Context: an optimization exercise on an open-source flow, tuned for small area. The choices shown serve that exercise and are no tape-out recipe. Function was checked by simulation only, so behaviour that the tests miss may differ from the original. The clock port is modelled as an ideal driver; clocking choices that lean on that would not hold on a real chip. Power is estimated from default activity; no workload was simulated.

[flow/config.mk]
export PLATFORM = sky130hd
export DESIGN_NAME = register_file_2r1w
export DESIGN_NICKNAME = register_file_2r1w
export VERILOG_FILES = /design/flow/design.v
export SDC_FILE = /design/flow/constraint.sdc
export NUM_CORES = 4
export LEC_CHECK = 0
export CAP_MARGIN = 20
export CORE_MARGIN = 2
export CORE_UTILIZATION = 40
export SETUP_SLACK_MARGIN = 0.2
export SLEW_MARGIN = 20
[flow/constraint.sdc]
create_clock -name core_clock -period 5.0 [get_ports {clk}]
set_input_delay 1.0000 -clock core_clock [delete_from_list [all_inputs] [get_ports {clk}]]
set_output_delay 1.0000 -clock core_clock [all_outputs]
set_load 0.01 [all_outputs]
[flow/design.v]
package rf_pkg;
  localparam int RF_DEPTH  = 32;
  localparam int RF_ADDR_W = 5;
  typedef logic [RF_ADDR_W-1:0] rf_addr_t;
endpackage
module rf_reg_cell #(
  parameter int N = 32
) (
  input  logic         clk,
  input  logic         reset,
  input  logic         en_i,
  input  logic [N-1:0] d_i,
  output logic [N-1:0] q_o
);
  logic [N-1:0] q_q;
  always_ff @(posedge clk or negedge reset) begin
    if (!reset) begin
      q_q <= '0;
    end else if (en_i) begin
      q_q <= d_i;
    end
  end
  assign q_o = q_q;
endmodule
import rf_pkg::*;
module register_file_2r1w #(
  parameter int N = 32
) (
  input  logic                 clk,
  input  logic                 reset,
  input  logic                 Reg_Write_i,
  input  logic [RF_ADDR_W-1:0] Write_Register_i,
  input  logic [RF_ADDR_W-1:0] Read_Register_1_i,
  input  logic [RF_ADDR_W-1:0] Read_Register_2_i,
  input  logic [N-1:0]         Write_Data_i,
  output logic [N-1:0]         Read_Data_1_o,
  output logic [N-1:0]         Read_Data_2_o,
  output logic [N-1:0]         Q1
);
  logic               we_eff;
  logic [RF_DEPTH-1:1] wr_en;
  logic [RF_DEPTH-1:0][N-1:0] reg_q;
  logic [N-1:0]       rd1;
  logic [N-1:0]       rd2;
  logic [N-1:0]       tap;
  assign we_eff = Reg_Write_i & reset;
  for (genvar i = 1; i < RF_DEPTH; i++) begin : g_wr_en
    assign wr_en[i] = we_eff && (Write_Register_i != '0) && (Write_Register_i == RF_ADDR_W'(i));
  end
  assign reg_q[0] = '0;
  for (genvar g = 1; g < RF_DEPTH; g++) begin : g_reg
    rf_reg_cell #(.N(N)) u_cell (
      .clk   (clk),
      .reset (reset),
      .en_i  (wr_en[g]),
      .d_i   (Write_Data_i),
      .q_o   (reg_q[g])
    );
  end
  always_comb begin
    rd1 = reg_q[Read_Register_1_i];
    rd2 = reg_q[Read_Register_2_i];
    tap = reg_q[1];
  end
  assign Read_Data_1_o = rd1;
  assign Read_Data_2_o = rd2;
  assign Q1            = tap;
endmodule
[flow/run.sh]
#!/bin/bash
# synth_recipe.tcl (not shown) runs the flow's synth.tcl, then flattens the netlist and writes it again
# the make line also repeats each setting of config.mk as NAME=value (left out here)
make -C /OpenROAD-flow-scripts/flow DESIGN_CONFIG=/design/flow/config.mk WORK_HOME=/design/flow/orfs CLKGATE_MAP_FILE= SYNTH_SCRIPT=/design/flow/synth_recipe.tcl finish
==> results of run 1 <==
==> Yosys cell counts (all sizes together), types with 2 or more instances <==
cell type / instances / area, um2
o22ai: 64 / 400.4
nor2b: 10 / 67.57
nor3: 4 / 30.03
nand2: 14 / 52.55
or3: 2 / 12.51
a211oi: 64 / 480.5
and2: 66 / 412.9
nor4: 2 / 25.02
nor2: 21 / 78.83
o31ai: 64 / 480.5
mux2: 1055 / 11880
buf: 195 / 1156
clkbuf: 207 / 777.0
a22o: 191 / 1673
mux4: 384 / 8648
inv: 2 / 7.510
o21ai: 64 / 320.3
mux2i: 194 / 1942
nand2b: 6 / 37.54
nand3: 5 / 25.02
dfrtp: 992 / 24820
==> final cells by class <==
type / count / area, um2 / area share, %
Tap cell: 1768 / 2212 / 3.616
Clock inverter: 42 / 444.2 / 0.7260
Sequential cell: 992 / 24820 / 40.57
Multi-Input combinational cell: 2213 / 26870 / 43.91
Clock buffer: 157 / 3198 / 5.227
Inverter: 2 / 7.507 / 0.01227
Timing Repair Buffer: 352 / 3622 / 5.920
Antenna cell: 3 / 7.507 / 0.01227
==> report_power, final <==
group / switching [uW] / total, uW / internal, uW / leakage (uW)
Sequential: 772 / 9870 / 9100 / 0.0132
Combinational: 1800 / 4100 / 2300 / 0.0121
Clock: 3460 / 8290 / 4830 / 0.00183
==> cell families (layout without fill, tap and decap cells) <==
group / count (synthesis) / count (layout) / synth area share (%)
simple gates: 133 / 133 / 1.433
compound gates: 447 / 447 / 6.287
buf+inv: 404 / 553 / 3.637
other cells: 0 / 3 / 0
flops: 992 / 992 / 46.53
mux: 1633 / 1633 / 42.12
==> per-layer routing <==
layer / global-route usage (%) / vias up / routed length [um]
met5: 0 / - / 101
met4: 8.673 / 16 / 6083
met2: 38.02 / 1213 / 76890
li1: - / 14120 / -
met3: 5.482 / 285 / 12670
met1: 36.90 / 18700 / 77510
==> worst min-delay path by stage <==
stage,endpoint,slack (ns)
after floorplan,g_reg[3].u_cell.q_q[11],0.47
after global placement,g_reg[3].u_cell.q_q[13],0.48
after detailed placement,g_reg[12].u_cell.q_q[28],0.49
after CTS,g_reg[17].u_cell.q_q[25],0.06
after global routing,g_reg[17].u_cell.q_q[25],0.07
final,g_reg[17].u_cell.q_q[25],0.1
==> per-stage QoR <==
step	util [%]	power, uW	cell area, um2	hold WS, ns	std cells
6_report	46.02	22260	61180	0.09571	5529
5_1_grt	46.02	23130	61180	0.06968	5529
4_1_cts	46.01	22370	61170	0.05818	5525
3_5_place_dp	43.26	14090	57520	0.4928	5326
3_3_place_gp	43.28	13980	57540	0.4794	5326
2_1_floorplan	-	12540	53350	0.4693	3609
==> results.yml, run 1 <==
outcome:
  outcome: "finished clean"
worst_setup_path:
  reg2reg_to: "g_reg[1].u_cell.q_q[24]"
  path_class: "in -> out"
  max_stage_delay_ns: 0.71
  arrival_ns: 3.75
  cp_cell_sequence: "buf_4, nand2_2, o22ai_1, a211oi_1, o31ai_1, clkdlybuf4s50_1"
  crit_cells: 6
  cpMaxStageDelayCell: "o31ai_1"
  path_max_fanout: 20
  crit_end: "Read_Data_1_o[16]"
  r2r_setup_slack_ns: 4.12
  reg2reg_depth: 1
  crit_start: "Read_Register_1_i[1]"
  critPathBufInv: 2
  rr_startpoint: "g_reg[1].u_cell.q_q[24]"
  cp.required_ns: 4.00
  worstSetupEndpointType: "output port"
  cpLargestDelayFamily: "compound AO/OA/AOI/OAI gates"
  start_kind: "primary input"
clock_network:
  clk_path_buf_depth: 3
  insertion_delay_ns: 0.72
  clk_pin_slew_worst_paths_ns: 0.06
  cts_resized: 2
  cts_tree: "done"
  cts_setup_buffers: 0
  htreeDepth: 3
  cts_root_buf: "clkbuf_16"
  cts_buffers: 107
  cts.sinks: 992
  ctsHoldBuffers: 0
drt:
  drt-total-wl_um: 173300
  wl_per_cell_um: 31.34
  via_per_inst: 6.210
  dr_total_vias: 34330
  initialDrtViolationCount: 3077
  drcViolationCount: 0
  antenna_left: 0
  first_pass_iters: 7
timing:
  rsz0062_at_grt: "no"
  worstMarginPinSlew_ns: 1.123
  fin_crit_sh_pct: 94.90
  post-route-min-period_ns: 4.745
  setup_viol: 0
  setup_ws_ns: 0.2549
  finalClockSkew_ns: 0
  hold_violations: 0
  fmax_ghz: 0.2107
  report.final.slew_viol_count: 0
  finalSetupTns_ns: 0
  slew_headroom_pct: 24.92
grt:
  overflow: 0
  grt_pass1_wl_um: 253500
  grt_max_degree: 182
  grt_pass1_vias: 35290
  grt_usage_pct: 25.52
  antenna_found_initial: 17
cells_and_area:
  fill_cells: 11670
  nNetsFinal: 3718
  layout_commonest_cell: "dfrtp_1"
  largest_reg_flops: 992
  area_growth_pct: 14.67
  top_regs: "g.u_cell.q_q: 992 flops"
  layout-drive-gt1-share_pct: 48.54
  most-common-layout-cells: "dfrtp_1, mux2_2, mux4_2"
  top_register: "g.u_cell.q_q"
floorplanning:
  coreArea_mm2: 0.1330
  row_count: 134
  io_pins: 146
  dieWidth_um: 369.2
  chipHeight_um: 369.2
  dieArea_mm2: 0.1363
  start_util_pct: 40.13
logic_synthesis:
  ys_ff_latch: 992
  synthCells: 3609
  ys_async_sr_fraction_pct: 100.0
  ys_seq_area_share_pct: 46.53
  synth_area_mm2: 0.05335
  synth_edf_count: 0
  synth_top_flop_cell: "dfrtp_1"
  ys_warn_count: 2
  synth_nets: 3659
  yosysUniqueCellTypes: 30
  synth_area_per_cell_um2: 14.78
place:
  place_ws_ns: 0.1864
  port-buffer-count: 145
  gp_congestion: 0.8323
  dp_hpwl_um: 109300
power_and_ir_drop:
  peakVddDrop_mv: 0.2662
  p_leak_uw: 0.02706
  cellPowerDensity_mw_per_mm2: 363.8
job:
  max_cap_violations: 0
worst_hold_path:
  holdCritPathClass: "in -> async"
==> run 2: changes to the inputs <==
==> flow/design.v (replaced) <==
package rf_pkg;
  localparam int RF_DEPTH  = 32;
  localparam int RF_ADDR_W = 5;
  typedef logic [RF_ADDR_W-1:0] rf_addr_t;
endpackage
module rf_aoi222 (
  input  logic a1,
  input  logic a2,
  input  logic b1,
  input  logic b2,
  input  logic c1,
  input  logic c2,
  output logic y
);
  assign y = ~((a1 & a2) | (b1 & b2) | (c1 & c2));
endmodule
import rf_pkg::*;
module register_file_2r1w #(
  parameter int N = 32
) (
  input  logic                 clk,
  input  logic                 reset,
  input  logic                 Reg_Write_i,
  input  logic [RF_ADDR_W-1:0] Write_Register_i,
  input  logic [RF_ADDR_W-1:0] Read_Register_1_i,
  input  logic [RF_ADDR_W-1:0] Read_Register_2_i,
  input  logic [N-1:0]         Write_Data_i,
  output logic [N-1:0]         Read_Data_1_o,
  output logic [N-1:0]         Read_Data_2_o,
  output logic [N-1:0]         Q1
);
  logic [RF_DEPTH-1:1]        wr_en;
  logic [RF_DEPTH-1:1]        valid_q;
  logic [RF_DEPTH-1:1][N-1:0] reg_q;
  logic [RF_DEPTH-1:1]        sel1;
  logic [RF_DEPTH-1:1]        sel2;
  for (genvar i = 1; i < RF_DEPTH; i++) begin : g_wr_en
    assign wr_en[i] = Reg_Write_i && (Write_Register_i == RF_ADDR_W'(i));
  end
  always_ff @(posedge clk or negedge reset) begin
    if (!reset) valid_q <= '0;
    else        valid_q <= valid_q | wr_en;
  end
  always_ff @(posedge clk) begin
    for (int i = 1; i < RF_DEPTH; i++) begin
      if (wr_en[i]) reg_q[i] <= Write_Data_i;
    end
  end
  for (genvar i = 1; i < RF_DEPTH; i++) begin : g_sel
    assign sel1[i] = valid_q[i] && (Read_Register_1_i == RF_ADDR_W'(i));
    assign sel2[i] = valid_q[i] && (Read_Register_2_i == RF_ADDR_W'(i));
  end
  for (genvar b = 0; b < N; b++) begin : g_bit
    logic [10:0] t1;
    logic [10:0] t2;
    for (genvar k = 0; k < 10; k++) begin : g_aoi
      rf_aoi222 u_r1 (
        .a1(reg_q[3*k+1][b]), .a2(sel1[3*k+1]),
        .b1(reg_q[3*k+2][b]), .b2(sel1[3*k+2]),
        .c1(reg_q[3*k+3][b]), .c2(sel1[3*k+3]),
        .y (t1[k])
      );
      rf_aoi222 u_r2 (
        .a1(reg_q[3*k+1][b]), .a2(sel2[3*k+1]),
        .b1(reg_q[3*k+2][b]), .b2(sel2[3*k+2]),
        .c1(reg_q[3*k+3][b]), .c2(sel2[3*k+3]),
        .y (t2[k])
      );
    end
    assign t1[10] = ~(reg_q[31][b] & sel1[31]);
    assign t2[10] = ~(reg_q[31][b] & sel2[31]);
    assign Read_Data_1_o[b] = ~&t1;
    assign Read_Data_2_o[b] = ~&t2;
  end
  assign Q1 = reg_q[1] & {N{valid_q[1]}};
endmodule
--- a/flow/config.mk
+++ b/flow/config.mk
@@ -7,6 +7,7 @@
 export LEC_CHECK = 0
 export CAP_MARGIN = 20
 export CORE_MARGIN = 2
-export CORE_UTILIZATION = 40
+export CORE_UTILIZATION = 55
 export SETUP_SLACK_MARGIN = 0.2
 export SLEW_MARGIN = 20
+export SYNTH_HIERARCHICAL = 1
==> run 2 against run 1 <==
Die area fell by 45%. Via count fell by 15%. Wire length fell by 15%. Utilization rose by 21 points.
==> results.yml, run 2 <==
outcome:
  outcome: "finished clean"
drt:
  via_per_inst: 8.159
  drt-total-wl_um: 146600
  drcViolationCount: 0
  dr_total_vias: 29330
  first_pass_iters: 13
  wl_per_cell_um: 40.77
  antenna_left: 0
  initialDrtViolationCount: 7363
floorplanning:
  dieWidth_um: 274.0
  dieArea_mm2: 0.07509
  row_count: 99
  start_util_pct: 55.25
  io_pins: 146
  chipHeight_um: 274.0
  coreArea_mm2: 0.07259
worst_setup_path:
  path_class: "in -> out"
  rr_startpoint: "valid_q[1]"
  critPathBufInv: 4
  crit_start: "Read_Register_2_i[1]"
  cpLargestDelayFamily: "buffers and inverters"
  max_stage_delay_ns: 0.52
  start_kind: "primary input"
  cp_cell_sequence: "clkdlybuf4s50_1, buf_4, nor2b_1, and3_1, buf_12, a222oi_1, nand4_1, a2111o_1, dlygate4sd2_1"
  reg2reg_depth: 2
  path_max_fanout: 32
  worstSetupEndpointType: "output port"
  r2r_setup_slack_ns: 3.99
  cpMaxStageDelayCell: "a2111o_1"
  arrival_ns: 3.87
  reg2reg_to: "valid_q[1]"
  cp.required_ns: 4.00
clock_network:
  cts.sinks: 1023
  ctsHoldBuffers: 0
  clk_pin_slew_worst_paths_ns: 0.06
  cts_buffers: 103
  clk_path_buf_depth: 3
  cts_root_buf: "clkbuf_16"
  insertion_delay_ns: 0.66
  htreeDepth: 3
  cts_tree: "done"
job:
  max_cap_violations: 0
power_and_ir_drop:
  power_frac_seq_pct: 51.4
  p_switching_uw: 4222
  cellPowerDensity_mw_per_mm2: 388.6
  peakVddDrop_mv: 0.3425
  p_leak_uw: 0.01620
  pwr-share-comb_pct: 7.1
  intPower_uw: 14570
  swShare_pct: 22.46
  clkPwrFrac_pct: 41.6
logic_synthesis:
  yosysTopAreaCellShare_pct: 74.28
  synth_most_common_cell: "edfxtp_1"
  ys_seq_area_share_pct: 76.22
  synthTopCellsByCount: "edfxtp_1, a222oi_1, nand4_1, nand2_1, a2111o_1"
  synth_nets: 2189
  synthCells: 2139
  synth_edf_count: 992
  yosysUniqueCellTypes: 26
  yosysTopAreaCell: "edfxtp_1"
  synth_area_mm2: 0.04010
  ys_ff_latch: 1023
  synth_top_flop_cell: "edfxtp_1"
  synth_area_per_cell_um2: 18.75
  synthTopCellsByArea: "edfxtp_1, a222oi_1, nand4_1, dfrtp_1, a2111o_1"
  ys_async_sr_fraction_pct: 3.030
  ys_warn_count: 7
cells_and_area:
  layout-drive-gt1-share_pct: 15.86
  top_regs: "reg_q: 992 flops, valid_q: 31 flops"
  final_util_pct: 66.63
  top_register: "reg_q"
  most-common-layout-cells: "edfxtp_1, a222oi_1, nand4_1"
  stdcell_area_mm2: 0.04837
  nNetsFinal: 2599
  area_growth_pct: 20.61
  fill_cells: 4984
  layout_commonest_cell: "edfxtp_1"
  largest_reg_flops: 992
timing:
  slew_headroom_pct: 24.73
  fin_crit_sh_pct: 97.35
  setup_viol: 0
  rsz0062_at_grt: "yes"
  finalClockSkew_ns: 0
  hold_violations: 0
  fmax_ghz: 0.2055
  worstMarginPinSlew_ns: 1.126
  report.final.slew_viol_count: 0
  setup_ws_ns: 0.1327
  post-route-min-period_ns: 4.867
grt:
  grt_usage_pct: 38.29
  antenna_found_initial: 3
  grt_pass1_wl_um: 202700
  grt_max_degree: 34
  grt_pass1_vias: 28480
  overflow: 0
place:
  placed_area_mm2: 0.04492
  dp_hpwl_um: 81170
  port-buffer-count: 145
  gp_congestion: 0.9333
  place_ws_ns: -0.1169
worst_hold_path:
  hold_depth: 1
  holdCritPathClass: "reg -> reg"
  hold_path_end: "valid_q[14]"
  min_from: "valid_q[14]"
-- run 2: cell count changes after synthesis, moves of 191 or more --
cell and delta:
a22o_1 -191, edfxtp_1 +992, clkbuf_1 -198, mux2_2 -980
dfrtp_1 -961, mux4_2 -384, mux2i_1 -194, a222oi_1 +640
-- run 2: worst max-delay path by stage --
stage | endpoint | cells after the start | slack (ns)
3_5_place_dp | Read_Data_1_o[1] | 10 | -0.12
3_3_place_gp | Read_Data_1_o[1] | 10 | -0.06
6_report | Read_Data_2_o[19] | 9 | 0.13
5_1_grt | Read_Data_1_o[1] | 10 | 0.13
2_1_floorplan | Read_Data_1_o[18] | 6 | 1.33
4_1_cts | Read_Data_1_o[1] | 10 | 0.08
-- run 2: metal layers --
metal	vias to the layer above	track usage, %	part of all wire, %
met2	2830	57.80	45
li1	11470	-	-
met3	353	8.617	15
met4	0	19.28	5.3
met5	-	0	0
met1	14680	52.85	34
-- run 2: cells by family (layout without fill, tap and decap cells) --
family                 count (synthesis)  after routing  share of synthesized area [%]
flip-flops                          1023           1023                          76.22
other                                  0              1                              0
AO/OA/AOI/OAI                        719            719                          18.05
buffers and inverters                 17            513                         0.3369
AND/OR/NAND/NOR                      380            380                          5.392
-- run 2: repair_timing --
item,in CTS,in global routing
cloned,2,3
gates resized for setup,92,21
endpoints found under the setup margin,64,41
setup buffers,0,1
pin swaps,174,74
-- run 2: worst reg2reg max path, delay by kind of cell (launching register included) --
family,cells,cell delay (ns)
buffers and inverters,1,0.38
flip-flops,1,0.36
AO/OA/AOI/OAI,1,0.18
-- run 2: power groups by stage --
stage | logic, uW | registers, uW | clock network (uW)
floorplan | 483 | 9800 | 0
global placement | 1340 | 9820 | 0
detailed placement | 1360 | 9830 | 0
CTS | 1310 | 9650 | 7840
global route | 1370 | 9660 | 8190
finish | 1330 | 9650 | 7810
-- run 2: cell type report --
class / instances / area (um2) / share of cell area, %
multi-input combinational: 1099 / 9687 / 20.03
tap: 959 / 1200 / 2.481
timing repair buffer: 322 / 3497 / 7.231
sequential: 1023 / 30560 / 63.19
antenna: 1 / 2.502 / 0.005174
clock inverter: 58 / 650.6 / 1.345
clock buffer: 133 / 2764 / 5.715
-- run 2: stage by stage --
step / total power (uW) / hold WS [ns] / cells / TNS (ns)
after floorplan: 10280 / 0.4455 / 2139 / 0
after global placement: 11160 / 0.4666 / 3397 / -0.09930
after detailed placement: 11190 / 0.4614 / 3397 / -0.2898
after CTS: 18790 / 0.4774 / 3590 / 0
after global routing: 19220 / 0.5058 / 3595 / 0
final: 18800 / 0.4881 / 3595 / 0
-- run 2: per-module statistics from Yosys (local to each module, per instance) --
| module | flip-flops and latches | copies in the design |
|---|---|---|
| register_file_2r1w | 1023 | 1 |
| rf_aoi222 | 0 | 640 |
==> run 3: changes to the inputs <==
--- a/flow/design.v
+++ b/flow/design.v
@@ -13,6 +13,21 @@
   output logic y
 );
   assign y = ~((a1 & a2) | (b1 & b2) | (c1 & c2));
+endmodule
+module rf_and2 (
+  input  logic a,
+  input  logic b,
+  output logic y
+);
+  assign y = a & b;
+endmodule
+module rf_and3 (
+  input  logic a,
+  input  logic b,
+  input  logic c,
+  output logic y
+);
+  assign y = a & b & c;
 endmodule
 import rf_pkg::*;
 module register_file_2r1w #(
@@ -34,8 +49,22 @@
   logic [RF_DEPTH-1:1][N-1:0] reg_q;
   logic [RF_DEPTH-1:1]        sel1;
   logic [RF_DEPTH-1:1]        sel2;
-  for (genvar i = 1; i < RF_DEPTH; i++) begin : g_wr_en
-    assign wr_en[i] = Reg_Write_i && (Write_Register_i == RF_ADDR_W'(i));
+  logic [3:0] wa_hi, ra1_hi, ra2_hi;
+  logic [7:0] wa_lo, ra1_lo, ra2_lo;
+  for (genvar j = 0; j < 4; j++) begin : g_pre_hi
+    assign wa_hi[j]  = Reg_Write_i && (Write_Register_i[4:3] == 2'(j));
+    assign ra1_hi[j] = (Read_Register_1_i[4:3] == 2'(j));
+    assign ra2_hi[j] = (Read_Register_2_i[4:3] == 2'(j));
+  end
+  for (genvar k = 0; k < 8; k++) begin : g_pre_lo
+    assign wa_lo[k]  = (Write_Register_i[2:0] == 3'(k));
+    assign ra1_lo[k] = (Read_Register_1_i[2:0] == 3'(k));
+    assign ra2_lo[k] = (Read_Register_2_i[2:0] == 3'(k));
+  end
+  for (genvar i = 1; i < RF_DEPTH; i++) begin : g_dec
+    rf_and2 u_we (.a(wa_hi[i/8]), .b(wa_lo[i%8]), .y(wr_en[i]));
+    rf_and3 u_s1 (.a(valid_q[i]), .b(ra1_hi[i/8]), .c(ra1_lo[i%8]), .y(sel1[i]));
+    rf_and3 u_s2 (.a(valid_q[i]), .b(ra2_hi[i/8]), .c(ra2_lo[i%8]), .y(sel2[i]));
   end
   always_ff @(posedge clk or negedge reset) begin
     if (!reset) valid_q <= '0;
@@ -45,10 +74,6 @@
     for (int i = 1; i < RF_DEPTH; i++) begin
       if (wr_en[i]) reg_q[i] <= Write_Data_i;
     end
-  end
-  for (genvar i = 1; i < RF_DEPTH; i++) begin : g_sel
-    assign sel1[i] = valid_q[i] && (Read_Register_1_i == RF_ADDR_W'(i));
-    assign sel2[i] = valid_q[i] && (Read_Register_2_i == RF_ADDR_W'(i));
   end
   for (genvar b = 0; b < N; b++) begin : g_bit
     logic [10:0] t1;
==> flow/flow/run.sh (new file) <==
#!/bin/bash
# Layout flow: the standard synthesis unchanged, then the standard ORFS steps with these
# changes:
# - the port buffers use the smallest buffer cell;
# - before global placement, the AND gates that drive the select and write-enable rows get twice
#   the drive (flow/upsize.tcl), and the repairs may not use the largest data buffers
#   (flow/dont_use.tcl).
# Each step's output goes to its own log in this folder (ORFS also keeps per-stage logs under
# orfs/logs/).
set -euo pipefail
hook="$PWD/flow/dont_use.tcl"
bash standard.sh synth > synth.log 2>&1
bash standard.sh \
  "BUFFER_PORTS_ARGS=-buffer_cell sky130_fd_sc_hd__buf_1" \
  "CTS_ARGS=-sink_clustering_enable -repair_clock_nets -dont_use_dummy_load -buf_list sky130_fd_sc_hd__clkbuf_8 -sink_clustering_size 16 -sink_clustering_max_diameter 60" \
  "PRE_GLOBAL_PLACE_TCL=$PWD/flow/upsize.tcl" "PRE_RESIZE_TCL=$hook" "PRE_DETAIL_PLACE_TCL=$hook" \
  "PRE_CTS_TCL=$hook" "PRE_GLOBAL_ROUTE_TCL=$hook" \
  finish > layout.log 2>&1
==> flow/flow/dont_use.tcl (new file) <==
# Keep the resizer's repair buffers small: the high-fanout select and write-enable nets are
# driven well enough by buf_4/buf_6, and the larger buffers only add area.
set_dont_use {sky130_fd_sc_hd__buf_8 sky130_fd_sc_hd__buf_12 sky130_fd_sc_hd__buf_16
              sky130_fd_sc_hd__bufbuf_8 sky130_fd_sc_hd__bufbuf_16}
==> flow/flow/upsize.tcl (new file) <==
# Before global placement: give each AND gate that drives a select or enable line (20 loads or
# more) its 2x drive strength, so the line needs no repair buffers.
set db [ord::get_db]
foreach inst [[ord::get_db_block] getInsts] {
  set m [[$inst getMaster] getName]
  if {![regexp {^(sky130_fd_sc_hd__and[234]b?)_1$} $m -> base]} continue
  foreach it [$inst getITerms] {
    if {![$it isOutputSignal]} continue
    set net [$it getNet]
    if {$net eq "NULL"} continue
    if {[llength [$net getITerms]] - 1 >= 20} {
      set bigger [$db findMaster ${base}_2]
      if {$bigger ne "NULL"} { $inst swapMaster $bigger }
    }
  }
}
source [file join [file dirname [info script]] dont_use.tcl]
==> flow/standard.sh (new file) <==
#!/bin/bash
# synth_recipe.tcl (not shown) runs the flow's synth.tcl, then flattens the netlist and writes it again
# the make line also repeats each setting of config.mk as NAME=value (left out here)
make -C /OpenROAD-flow-scripts/flow DESIGN_CONFIG=/design/flow/config.mk WORK_HOME=/design/flow/orfs CLKGATE_MAP_FILE= SYNTH_SCRIPT=/design/flow/synth_recipe.tcl "${@:-finish}"
--- a/flow/config.mk
+++ b/flow/config.mk
@@ -8,6 +8,7 @@
 export CAP_MARGIN = 20
 export CORE_MARGIN = 2
 export CORE_UTILIZATION = 55
+export GPL_TIMING_DRIVEN = 0
 export SETUP_SLACK_MARGIN = 0.2
 export SLEW_MARGIN = 20
 export SYNTH_HIERARCHICAL = 1
removed: flow/run.sh
==> run 3 against run 2 <==
Worst setup slack gained 0.10 ns. Clock power shrank 49%. Sequential share of layout area is 7.5 points higher. Critical path depth down 2. Power down 22%. Critical endpoint is now Read_Data_1_o[16]. Critical path type unchanged. Sequential power about the same.
==> results.yml, run 3 <==
outcome:
  outcome: "finished clean"
place:
  gp_congestion: 1.013
  placed_cells_incl_taps: 3222
  dp_hpwl_um: 75270
  place_ws_ns: 0.09179
  port-buffer-count: 145
power_and_ir_drop:
  peakVddDrop_mv: 0.2618
  p_total_uw: 14720
  cellPowerDensity_mw_per_mm2: 340.7
  p_leak_uw: 0.01361
timing:
  fmax_ghz: 0.2099
  finalSetupTns_ns: 0
  worstMarginPinSlew_ns: 1.214
  post-route-min-period_ns: 4.763
  fin_crit_sh_pct: 95.27
  setup_viol: 0
  finalClockSkew_ns: 0
  report.final.slew_viol_count: 0
  setup_ws_ns: 0.2367
  slew_headroom_pct: 18.89
  rsz0062_at_grt: "no"
  hold_violations: 0
cells_and_area:
  largest_reg_flops: 992
  fin_cells: 3302
  most-common-layout-cells: "edfxtp_1, a222oi_1, nand4_1"
  top_register: "reg_q"
  top_regs: "reg_q: 992 flops, valid_q: 31 flops"
  area_growth_pct: 7.966
  nNetsFinal: 2403
  layout-drive-gt1-share_pct: 10.29
  layout_commonest_cell: "edfxtp_1"
worst_setup_path:
  cpMaxStageDelayCell: "and3_2"
  start_kind: "primary input"
  path_max_fanout: 32
  path_common_cell: "buf_1"
  max_stage_delay_ns: 0.97
  worstSetupEndpointType: "output port"
  cp_cell_sequence: "buf_1, nor3_1, and3_2, a222oi_1, nand4_1, a2111o_1, buf_1"
  critPathBufInv: 2
  cpLargestDelayFamily: "simple AND/OR/NAND/NOR gates"
  arrival_ns: 3.76
  path_class: "in -> out"
  cp.required_ns: 4.00
floorplanning:
  dieArea_mm2: 0.07494
  coreArea_mm2: 0.07173
  row_count: 98
  start_util_pct: 55.79
  dieWidth_um: 273.8
  chipHeight_um: 273.8
  io_pins: 146
drt:
  antenna_left: 0
  dr_total_vias: 27910
  drt-total-wl_um: 140600
  first_pass_iters: 13
  via_per_inst: 8.454
  wl_per_cell_um: 42.57
  drcViolationCount: 0
  initialDrtViolationCount: 7379
grt:
  met1_usage_pct: 51.28
  antenna_found_initial: 1
  overflow: 0
  grt_max_degree: 34
  busiest_layer: "met2"
  grt_usage_pct: 36.58
  grt_pass1_wl_um: 191300
  grt_use_met2_pct: 53.94
  grt_pass1_vias: 26660
  met3_usage_pct: 8.500
logic_synthesis:
  ys_warn_count: 7
  synth_edf_count: 992
  yosysTopAreaCell: "edfxtp_1"
  synth_most_common_cell: "edfxtp_1"
  synth_area_per_cell_um2: 18.85
  ys_ff_latch: 1023
  synthTopCellsByArea: "edfxtp_1, a222oi_1, nand4_1, dfrtp_1, a2111o_1"
  yosysTopAreaCellShare_pct: 74.43
  ys_async_sr_fraction_pct: 3.030
  synth_area_mm2: 0.04002
  synthCells: 2123
  yosysUniqueCellTypes: 17
  ys_seq_area_share_pct: 76.37
  synthTopCellsByCount: "edfxtp_1, a222oi_1, nand4_1, nand2_1, and3_1"
  synth_nets: 2173
  synth_top_flop_cell: "edfxtp_1"
clock_network:
  cts.sinks: 1023
  clk_pin_slew_worst_paths_ns: 0.10
  cts_buffers: 78
  cts_tree: "done"
  insertion_delay_ns: 0.67
  ctsHoldBuffers: 0
  cts_setup_buffers: 0
job:
  max_cap_violations: 0
worst_hold_path:
  holdCritPathClass: "in -> async"
## run 3: what timing repair did
action,CTS,global route
setup endpoints to repair,31,41
gates cloned,0,0
endpoints found under the hold margin,0,0
resized for setup,8,31
## run 3: final cells by class
class / instances / area [um2]
sequential: 1023 / 30560
multi-input combinational: 1091 / 9684
timing repair buffer: 150 / 635.6
antenna: 1 / 2.502
clock buffer: 78 / 1074
tap: 950 / 1189
buffer: 9 / 60.06
fill: 5432 / 28520
## run 3: cells by family after synthesis
logic type	synth area share, %
flops	76.37
compound gates	17.81
simple gates	5.671
buf+inv	0.1500
## run 3: where the power goes
group	switching, uW	leakage [uW]	internal [uW]
Sequential	90.6	0.00929	9550
Combinational	796	0.00375	308
Clock	2570	0.000561	1400
## run 3: final timing paths
kind | start | to | slack (ns) | cells after the start
setup / recovery | Read_Register_1_i[0] | Read_Data_1_o[16] | 0.24 | 7
hold / removal | reset | valid_q[20] | 0.33 | 1
setup reg to reg | valid_q[1] | valid_q[1] | 4.07 | 1
hold reg to reg | valid_q[7] | valid_q[7] | 0.48 | 1
max in group asynchronous | reset | valid_q[10] | 4.11 | 1
min in group core_clock | valid_q[7] | valid_q[7] | 0.48 | 1
## run 3: layer usage
metal | up-vias | wire length [um]
li1 | 10930 | -
met4 | 0 | 7764
met3 | 313 | 20200
met2 | 2526 | 62400
met1 | 14140 | 50190
met5 | - | 0
## run 3: per-module statistics from Yosys (local to each module, per instance)
module / cells / cell area [um2] / copies in the design / flip-flops and latches
rf_aoi222: 1 / 10.01 / 640 / 0
register_file_2r1w: 1390 / 33030 / 1 / 1023
rf_and3: 1 / 6.256 / 62 / 0
rf_and2: 1 / 6.256 / 31 / 0
## run 3: metrics by stage
step | instance area (um2) | hold slack, ns | util (%)
floorplan | 40020 | 0.4437 | -
global route | 43210 | 0.3476 | 60.24
detailed placement | 41940 | 0.4599 | 58.47
finish | 43210 | 0.3261 | 60.24
CTS | 43040 | 0.3043 | 60.01
global placement | 41870 | 0.4566 | 58.37
==> run 4: changes to the inputs <==
--- a/flow/flow/upsize.tcl
+++ b/flow/flow/upsize.tcl
@@ -1,5 +1,7 @@
-# Before global placement: give each AND gate that drives a select or enable line (20 loads or
+# Before global placement: remove the buffers synthesis inserted (the repairs after placement
+# buffer what needs it, knowing the wire loads), then give each AND gate that drives a select or enable line (20 loads or
 # more) its 2x drive strength, so the line needs no repair buffers.
+remove_buffers
 set db [ord::get_db]
 foreach inst [[ord::get_db_block] getInsts] {
   set m [[$inst getMaster] getName]
==> run 4 against run 3 <==
Still clean on timing, DRC and antenna. Clock-buffer cell count is 2 lower. Utilization is 0.11 points lower. Worst setup slack worse by 0.011 ns. Non-clock buffer count is 8 lower. Wire length is 2.0% lower. Final area is 0.18% lower.
==> results.yml, run 4 <==
timing:
  worstMarginPinSlew_ns: 1.193
  whs_ns: 0.3668
  finalSetupTns_ns: 0
  post-route-min-period_ns: 4.775
  finalClockSkew_ns: 0
  setup_viol: 0
  rsz0062_at_grt: "no"
  report.final.slew_viol_count: 0
  fmax_ghz: 0.2094
  fin_crit_sh_pct: 95.50
  slew_headroom_pct: 20.46
  hold_violations: 0
cells_and_area:
  top_register: "reg_q"
  fill_cells: 5325
  nNetsFinal: 2393
  most-common-layout-cells: "edfxtp_1, a222oi_1, nand4_1"
  top_regs: "reg_q: 992 flops, valid_q: 31 flops"
  layout_commonest_cell: "edfxtp_1"
  largest_reg_flops: 992
  area_growth_pct: 7.772
  layout-drive-gt1-share_pct: 10.21
drt:
  dr_total_vias: 27680
  initialDrtViolationCount: 7925
  first_pass_iters: 14
  wl_per_cell_um: 41.81
  drcViolationCount: 0
  antenna_left: 0
  via_per_inst: 8.403
  drt-total-wl_um: 137700
grt:
  antenna_found_initial: 1
  grt_pass1_vias: 26370
  grt_max_degree: 36
  grt_usage_pct: 36.01
  overflow: 0
  grt_pass1_wl_um: 189200
clock_network:
  cts_tree: "done"
  clk_pin_slew_worst_paths_ns: 0.10
  cts_buffers: 76
  cts.sinks: 1023
  insertion_delay_ns: 0.68
  ctsHoldBuffers: 0
logic_synthesis:
  synth_nets: 2173
  synth_most_common_cell: "edfxtp_1"
  ys_warn_count: 7
  yosysTopAreaCell: "edfxtp_1"
  synth_area_per_cell_um2: 18.85
  synth_area_mm2: 0.04002
  synthTopCellsByCount: "edfxtp_1, a222oi_1, nand4_1, nand2_1, and3_1"
  ys_ff_latch: 1023
  synthTopCellsByArea: "edfxtp_1, a222oi_1, nand4_1, dfrtp_1, a2111o_1"
  synth_edf_count: 992
  ys_async_sr_fraction_pct: 3.030
  yosysUniqueCellTypes: 17
  synth_top_flop_cell: "edfxtp_1"
  ys_seq_area_share_pct: 76.37
  yosysTopAreaCellShare_pct: 74.43
  synthCells: 2123
worst_setup_path:
  r2r_setup_slack_ns: 3.80
  critPathBufInv: 2
  path_class: "in -> out"
  path_common_cell: "buf_1"
  cpLargestDelayFamily: "simple AND/OR/NAND/NOR gates"
  cp.required_ns: 4.00
  reg2reg_depth: 1
  arrival_ns: 3.77
  reg2reg_to: "valid_q[1]"
  start_kind: "primary input"
  path_max_fanout: 32
  cpMaxStageDelayCell: "and3_2"
  rr_startpoint: "valid_q[1]"
  max_stage_delay_ns: 1.04
  cp_cell_sequence: "buf_1, nor2b_1, and3_2, a222oi_1, nand4_1, a2111o_1, buf_1"
  worstSetupEndpointType: "output port"
power_and_ir_drop:
  pwr-share-comb_pct: 7.3
  intPower_uw: 11220
  p_switching_uw: 3397
  cellPowerDensity_mw_per_mm2: 338.9
  p_leak_uw: 0.01357
  power_frac_seq_pct: 66.1
  swShare_pct: 23.24
  peakVddDrop_mv: 0.2741
  clkPwrFrac_pct: 26.6
job:
  max_cap_violations: 0
place:
  port-buffer-count: 145
  dp_hpwl_um: 74120
  gp_congestion: 0.9431
floorplanning:
  start_util_pct: 55.79
  dieWidth_um: 273.8
  row_count: 98
  dieArea_mm2: 0.07494
  io_pins: 146
  coreArea_mm2: 0.07173
  chipHeight_um: 273.8
outcome:
  outcome: "finished clean"
worst_hold_path:
  holdCritPathClass: "in -> async"
## run 4: final cells by class
cell class	count	area [um2]	share of cell area [%]
multi-input cells	1091	9667	22.41
clock buffers	76	1046	2.425
repair buffers	151	656.9	1.523
flip-flops and latches	1023	30570	70.87
diodes	3	7.507	0.01741
well taps	950	1189	2.756
## run 4: repair_timing
action	CTS	global route
setup buffers	0	0
resized for setup	7	28
gates cloned	0	0
endpoints found under the setup margin	25	57
## run 4: worst max path at each step
stage	start	end	slack, ns	cells after the start
final	Read_Register_1_i[3]	Read_Data_1_o[20]	0.23	7
after detailed placement	Read_Register_1_i[2]	Read_Data_1_o[16]	0.08	7
after global placement	Read_Register_2_i[2]	Read_Data_2_o[16]	0.14	7
after global routing	Read_Register_1_i[3]	Read_Data_1_o[20]	0.18	7
after CTS	Read_Register_2_i[4]	Read_Data_2_o[16]	0.22	7
after floorplan	Read_Register_1_i[1]	Read_Data_1_o[0]	1.51	5
## run 4: metal layers
layer | global-route usage [%] | vias to the layer above | share of wire (%)
met2 | 53.64 | 2525 | 44
met3 | 8.061 | 324 | 15
met1 | 50.83 | 13910 | 36
met4 | 17.07 | 0 | 5.2
met5 | 0 | - | 0
li1 | - | 10920 | -
## run 4: cell families after synthesis
logic type / Yosys count / share of synthesized area (%)
compound gates: 704 / 17.81
simple gates: 387 / 5.671
buf+inv: 9 / 0.1500
flops: 1023 / 76.37
## run 4: power by group through the flow
stage | clock network (uW) | registers (uW) | logic, uW
after global routing | 4230 | 9670 | 1100
after global placement | 0 | 9830 | 1020
after detailed placement | 0 | 9840 | 1030
after floorplan | 0 | 9800 | 473
final | 3890 | 9650 | 1070
after CTS | 3930 | 9650 | 1040
## run 4: metrics by stage
step	worst slack (ns)	instance area, um2	power (uW)	std cells	utilization [%]
CTS	0.2153	42970	14610	3290	59.91
global route	0.1830	43130	15000	3293	60.13
detailed placement	0.08443	41900	10870	3214	58.41
global placement	0.1392	41810	10850	3209	58.29
finish	0.2252	43130	14620	3294	60.13
floorplan	1.505	40020	10270	2123	-
## run 4: modules after synthesis (local to each module, per instance)
module / times used / area, um2 / cells inside / flip-flops and latches
rf_and3: 62 / 6.256 / 1 / 0
register_file_2r1w: 1 / 33030 / 1390 / 1023
rf_aoi222: 640 / 10.01 / 1 / 0
rf_and2: 31 / 6.256 / 1 / 0
==> run 5: changes to the inputs <==
--- a/flow/config.mk
+++ b/flow/config.mk
@@ -7,7 +7,7 @@
 export LEC_CHECK = 0
 export CAP_MARGIN = 20
 export CORE_MARGIN = 2
-export CORE_UTILIZATION = 55
+export CORE_UTILIZATION = 60
 export GPL_TIMING_DRIVEN = 0
 export SETUP_SLACK_MARGIN = 0.2
 export SLEW_MARGIN = 20
==> run 5 against run 4 <==
Non-clock buffer count unchanged. Via count up 0.72%. Sequential share of layout area is 0.21 points higher. Power about the same. Synthesized cell count is the same. Largest power group unchanged.
==> results.yml, run 5 <==
logic_synthesis:
  synth_most_common_cell: "edfxtp_1"
  synth-simple-area-share_pct: 5.671
  synth_area_per_cell_um2: 18.85
  synth_top_family_by_area: "compound AO/OA/AOI/OAI gates"
  ys_seq_area_share_pct: 76.37
  yosysTopAreaCell: "edfxtp_1"
  ys_warn_count: 7
  synth_area_mm2: 0.04002
  ys_ff_latch: 1023
  synth_xor_area_share_pct: 0
  ys_async_sr_fraction_pct: 3.030
  synth_edf_count: 992
  yosysTopAreaCellShare_pct: 74.43
  yosysUniqueCellTypes: 17
  synthTopCellsByCount: "edfxtp_1, a222oi_1, nand4_1, nand2_1, and3_1"
  synth_compound_area_share_pct: 17.81
  synth_adder_area_share_pct: 0
  synth_top_flop_cell: "edfxtp_1"
  synthCells: 2123
  synthTopCellsByArea: "edfxtp_1, a222oi_1, nand4_1, dfrtp_1, a2111o_1"
  synth_nets: 2173
  synth_mux_area_share_pct: 0
drt:
  met1Wirelength_um: 45450
  antenna_left: 0
  dr_wl_met3_um: 20920
  initialDrtViolationCount: 7793
  met2WireLength_um: 60370
  first_pass_iters: 15
  dr_total_vias: 27880
  drt-total-wl_um: 135100
  highest_layer: "met4"
  drcViolationCount: 0
  via_per_inst: 8.698
  wl_per_cell_um: 42.16
floorplanning:
  chipHeight_um: 262.3
  dieWidth_um: 262.3
  dieArea_mm2: 0.06878
  coreArea_mm2: 0.06586
  row_count: 94
  start_util_pct: 60.76
  io_pins: 146
worst_setup_path:
  path_max_fanout: 32
  cp.required_ns: 4.00
  path_class: "in -> out"
  worstSetupEndpointType: "output port"
  arrival_ns: 3.85
  start_kind: "primary input"
cells_and_area:
  most-common-layout-cells: "edfxtp_1, a222oi_1, nand4_1"
  nNetsFinal: 2392
  layout_commonest_cell: "edfxtp_1"
  area_growth_pct: 7.459
  fill_cells: 4587
  multi_input_area_mm2: 0.009649
  top_register: "reg_q"
  stdcell_area_mm2: 0.04301
  top_regs: "reg_q: 992 flops, valid_q: 31 flops"
  layout-drive-gt1-share_pct: 10.17
  regArea_mm2: 0.03057
  largest_reg_flops: 992
timing:
  slew_headroom_pct: 18.37
  report.final.slew_viol_count: 0
  fin_crit_sh_pct: 96.93
  hold_violations: 0
  worstMarginPinSlew_ns: 1.224
  fmax_ghz: 0.2063
  rsz0062_at_grt: "no"
  finalClockSkew_ns: 0
  finalSetupTns_ns: 0
  post-route-min-period_ns: 4.846
  setup_viol: 0
power_and_ir_drop:
  peakVddDrop_mv: 0.3016
  p_leak_uw: 0.01357
  p_total_uw: 14610
  cellPowerDensity_mw_per_mm2: 339.6
job:
  max_cap_violations: 0
grt:
  grt_pass1_vias: 26740
  grt_pass1_wl_um: 187900
  grt_max_degree: 36
  antenna_found_initial: 2
  overflow: 0
  grt_usage_pct: 38.06
clock_network:
  clk_pin_slew_worst_paths_ns: 0.09
  cts_tree: "done"
  cts_buffers: 75
  insertion_delay_ns: 0.68
  cts.sinks: 1023
place:
  gp_congestion: 0.9719
  port-buffer-count: 145
  dp_hpwl_um: 73110
  placed_area_mm2: 0.04176
outcome:
  outcome: "finished clean"
worst_hold_path:
  holdCritPathClass: "in -> async"
[run 5: cell type report]
type	count	area share, %
antenna	1	0.005819
clock buffer	75	2.400
sequential	1023	71.07
tap	864	2.514
timing repair buffer	151	1.571
multi-input combinational	1091	22.44
[run 5: through the flow]
step                util (%)  cells  setup WS (ns)  hold slack (ns)
floorplan                  -   2123          1.505           0.4437
global placement       63.32   3123         0.1087           0.4575
detailed placement     63.40   3126        0.08890           0.4639
CTS                    65.01   3201         0.1798           0.3540
global route           65.30   3205         0.1736           0.4084
finish                 65.30   3205         0.1535           0.3782
[run 5: cells by family after synthesis]
| kind of cell | after synthesis |
|---|---|
| AO/OA/AOI/OAI | 704 |
| flip-flops | 1023 |
| buffers and inverters | 9 |
| AND/OR/NAND/NOR | 387 |
[run 5: path summary, 6_finish.rpt]
| check | from | end | slack [ns] | depth (start not counted) |
|---|---|---|---|---|
| max | Read_Register_2_i[1] | Read_Data_2_o[25] | 0.15 | 7 |
| min | reset | valid_q[14] | 0.38 | 1 |
| max reg2reg | valid_q[1] | valid_q[1] | 3.78 | 1 |
| min reg2reg | valid_q[11] | valid_q[11] | 0.49 | 1 |
| max in group asynchronous | reset | valid_q[1] | 4.07 | 1 |
| min in group core_clock | valid_q[11] | valid_q[11] | 0.49 | 1 |
[run 5: what timing repair did]
action | 4_1_cts | 5_1_grt
pin swaps | 0 | 0
gates resized for setup | 8 | 24
hold buffers | 0 | 0
buffers inserted | 0 | 0
endpoints found under the setup margin | 29 | 53
cloned | 0 | 0
[run 5: per-layer routing]
| metal | GRT usage, % | vias to the layer above |
|---|---|---|
| li1 | - | 10910 |
| met5 | 0.4158 | - |
| met2 | 56.89 | 2734 |
| met4 | 20.99 | 0 |
| met1 | 52.47 | 13840 |
| met3 | 8.523 | 394 |
[run 5: Yosys stat by module, one instance, submodules excluded]
module | cell area [um2] | times used
rf_and3 | 6.256 | 62
register_file_2r1w | 33030 | 1
rf_aoi222 | 10.01 | 640
rf_and2 | 6.256 | 31
[run 5: critical path, stage by stage]
cell and delay, ns:
buf_1 0.22, nor3b_1 0.87, and3_4 0.74, a222oi_1 0.22
nand4_1 0.30, a2111o_1 0.27, buf_1 0.19
[run 5: report_power, final]
group | switching [uW] | internal [uW] | total (uW)
combinational | 762 | 304 | 1070
sequential | 110 | 9550 | 9660
clock | 2530 | 1350 | 3880

[separate check: timing with driven ports]
No port has a modelled driver above. Below, the same layouts with a new extraction and two added sets of constraints.
Step 1, drivers: a clkbuf_16 drives clk and a buf_2 each remaining input, both assumed.
Step 2 moves the port delays by t, midway between the first and last clock arrival at a register: inputs arrive t later, outputs are due t later. That takes back most of the time a late clock gives input paths.
a / b / c = ideal / step 1 / step 2; a / b = the first two.
run	t, ns	slack for setup (ns)	worst setup path after step 2
run 1	0.801	0.255 / 0.187 / 0.187	input to output
run 2	0.732	0.133 / 0.106 / 0.106	input to output
run 3	0.770	0.237 / 0.207 / 0.207	input to output
run 4	0.752	0.225 / 0.203 / 0.203	input to output
run 5	0.760	0.154 / 0.129 / 0.129	input to output
After both steps setup and hold are still met in every run listed. The setup slack of run 1, which loses most, moves by -0.068 ns with the drivers and by -0.068 ns with both steps.
